From an optimization exercise on the open Yosys and OpenROAD flow, aimed at small area, a short achievable clock period and few clock cycles; shortcuts taken in it are not production practice. The RTL was checked by simulation tests, not by an equivalence proof against the original design. Power figures rest on the tool's default switching activity, not on a simulated workload.

==> 06-22 <==
## fir_filter_streaming
module fir_filter_streaming
#(
   parameter int TAPS = 8
)
(
   input  logic                clock,
   input  logic                reset,
   input  logic                req_valid,
   output logic                req_stall,
   input  logic signed [15:0]  req_sample,
   output logic                rsp_valid,
   input  logic                rsp_stall,
   output logic signed [34:0]  rsp_filtered,
   input  logic                csr_write_en,
   input  logic [7:0]          csr_index,
   input  logic signed [15:0]  csr_wdata
);
==> flow/config.mk <==
export PLATFORM = sky130hd
export DESIGN_NAME = fir_filter_streaming
export DESIGN_NICKNAME = fir_filter_streaming
export VERILOG_FILES = /design/flow/design.v
export SDC_FILE = /design/flow/constraint.sdc
export NUM_CORES = 4
export LEC_CHECK = 0
export ABC_AREA = 1
export CAP_MARGIN = 20
export CORE_MARGIN = 2
export CORE_UTILIZATION = 50
export SETUP_SLACK_MARGIN = 4.4
export SLEW_MARGIN = 20
export SYNTH_HIERARCHICAL = 1
export SYNTH_MINIMUM_KEEP_SIZE = 0
export BUFFER_PORTS_ARGS = -buffer_cell sky130_fd_sc_hd__buf_4
==> flow/constraint.sdc <==
create_clock -name core_clock -period 8.0 [get_ports {clock}]
set_input_delay 1.6000 -clock core_clock [delete_from_list [all_inputs] [get_ports {clock}]]
set_output_delay 1.6000 -clock core_clock [all_outputs]
set_load 0.01 [all_outputs]
standard.sh (not shown) runs the stock make flow with config.mk's settings and CLKGATE_MAP_FILE= SYNTH_SCRIPT=/design/flow/synth_recipe.tcl, a recipe that flattens the netlist after the stock synthesis.
==> flow/flow/run.sh <==
#!/bin/bash
# The standard layout (the standard.sh, synthesis included, unchanged),
# except that buffer_ports is told to buffer each input and output port with a
# sky130_fd_sc_hd__buf_4 instead of the slow delay buffer it picks by default.
# Every port still gets its own buffer.
set -o pipefail
echo 'export BUFFER_PORTS_ARGS = -buffer_cell sky130_fd_sc_hd__buf_4' >> config.mk
export BUFFER_PORTS_ARGS="-buffer_cell sky130_fd_sc_hd__buf_4"
bash standard.sh > standard.log 2>&1
status=$?
cp config.mk config_used.mk
exit $status
==> 12-17: changes against 06-22 <==
- CORE_UTILIZATION: 50 -> 55
- SETUP_SLACK_MARGIN: 4.4 -> 4.5
==> summary.txt <==
06-22 finished clean. 12-17 finished with timing, DRC and antenna clean. Via count is about the same in 06-22 and 12-17. In sequential power, 12-17 and 06-22 hardly differ. Final cell count: 06-22 is larger than 12-17 (about 2.1%). Between 06-22 and 12-17, the lower die area is in 12-17 (gap about 10%, measured against 12-17). Core utilization: 06-22 is lower than 12-17 (6.2 points). Combinational power is about the same in 06-22 and 12-17.
==> figures <==
quantity                                                   06-22       12-17
Run status                      no timing/DRC/antenna violations  no timing/DRC/antenna violations
Pin count of the biggest net entering global routing         172         134
Slew at the pin closest to its max-slew limit           1.292 ns    1.379 ns
DR iter-0 viols                                             8621        8852
Logic inverters                                              327         335
TAP cells                                                   1742        1536
Share of cell area taken by multi-input logic gates       0.5818      0.5791
Reg-to-reg endpoint                                    p1_q[240]   p1_q[266]
Diode count                                                    4          10
Post-layout instance count excluding filler cells           7579        7421
Final WL                                               317700 µm   303500 µm
Minimum hold slack                                     0.4229 ns   0.4362 ns
Global-route track usage on met2                          0.6409      0.6739
GP Congestion                                              1.115       1.100
Testbench counts of 06-22, summed over its fixed seeds: cycles 16,024.
Testbench counts of 12-17, summed over its fixed seeds: cycles 16,024.

==> v28: inputs <==
Starting RTL as in the previous note.
Settings: LEC_CHECK=0, ABC_AREA=1, CAP_MARGIN=20, CORE_MARGIN=2, CORE_UTILIZATION=50, SETUP_SLACK_MARGIN=4.5, SLEW_MARGIN=20, SYNTH_HIERARCHICAL=1, SYNTH_MINIMUM_KEEP_SIZE=0, BUFFER_PORTS_ARGS=-buffer_cell sky130_fd_sc_hd__buf_4; clock period 8.0 ns.
Scripts as last shown in full above: flow/flow/run.sh
==> v39 (differences from v28) <==
==> flow/run.sh (new file) <==
#!/bin/bash
# synth_recipe.tcl (not shown) runs the flow's synth.tcl, then flattens the netlist and writes it again
# the make line also repeats each setting of config.mk as NAME=value (left out here)
make -C /OpenROAD-flow-scripts/flow DESIGN_CONFIG=/design/flow/config.mk WORK_HOME=/design/flow/orfs CLKGATE_MAP_FILE= SYNTH_SCRIPT=/design/flow/synth_recipe.tcl finish
- BUFFER_PORTS_ARGS: -buffer_cell sky130_fd_sc_hd__buf_4 -> default
removed: flow/flow/run.sh
removed: flow/standard.sh
==> comparison <==
- v39 produced a clean layout. v28 passed the timing, design-rule and antenna checks.
- Of v39 and v28, v28 has the higher clock-buffer cell count (gap 1).
- Wire length is about the same in v28 and v39.
- Via count: v28 is lower than v39 (about 0.6%).
- Power: v39 is larger than v28 (about 1.3%).
- Die area is the same in v39 and v28.
- Against v28, the register-to-register slack of v39 is lower by 160 ps.
- Between v39 and v28, the lower fmax is in v39 (gap about 4%, measured against v28).
==> figures <==
| item | v39 | v28 |
|---|---|---|
| Status | complete, no violations | complete, no violations |
| Crit-path max FO | 19 | 3 |
| Dpl cells | 7132 | 7133 |
| Via/cell ratio | 6.816 | 6.842 |
| Layout Skew | 56.01 ps | 42.88 ps |
| Detailed Routing Iterations Pass 1 | 8 | 6 |
| Required @ worst endpoint | 8420 ps | 8460 ps |
| Post_cts resized | 449 | 403 |
| M2 GR Usage | 0.6469 | 0.6367 |
| Proportion of layout cells with a drive suffix above 1 | 0.1859 | 0.1852 |
| Switching component of the power | 3977 uW | 4010 uW |
| Multi-input logic cell count | 4146 | 4147 |
| Crit-path slowest cell | xor2_1 | o21ai_1 |
| Number of cells in the finished layout apart from fillers | 7686 | 7609 |
| Tightest Pin Transition | 1338 ps | 1267 ps |
| Clock buffers and inverters, area share | 0.04085 | 0.04060 |
Testbench counts of v28, summed over its fixed seeds: cycles 16,024.
Testbench counts of v39, summed over its fixed seeds: cycles 16,024.

re-timing with driven ports:
How much do the figures lean on ideal ports? The routed layouts below were timed once more, with nothing changed but the port constraints. Step 1 sets driving cells, clkbuf_16 on the clock port and buf_2 on the other inputs (assumed; they add their load-dependent delay and slew). Step 2 times the ports against the registers' clock, not the clock port: input delays grow and output delays shrink by t, the midpoint of the rising clock arrivals with the driver on. Slacks: ideal ports / drivers / drivers and shift; pairs: ideal ports / drivers.
run	shift t [ns]	setup WS [ns]	worst data-port slew with drivers (ns)
06-22	0.816	4.324 / 4.324 / 3.647	0.08
12-17	0.805	4.427 / 4.424 / 3.742	0.08
v28	0.802	4.390 / 4.390 / 3.645	0.09
v39	0.820	4.233 / 4.233 / 3.725	0.09
After both steps every run listed still meets setup and hold. For v28, which loses most, drivers alone change the setup slack by 0.000 ns; drivers and shift together by -0.745 ns.
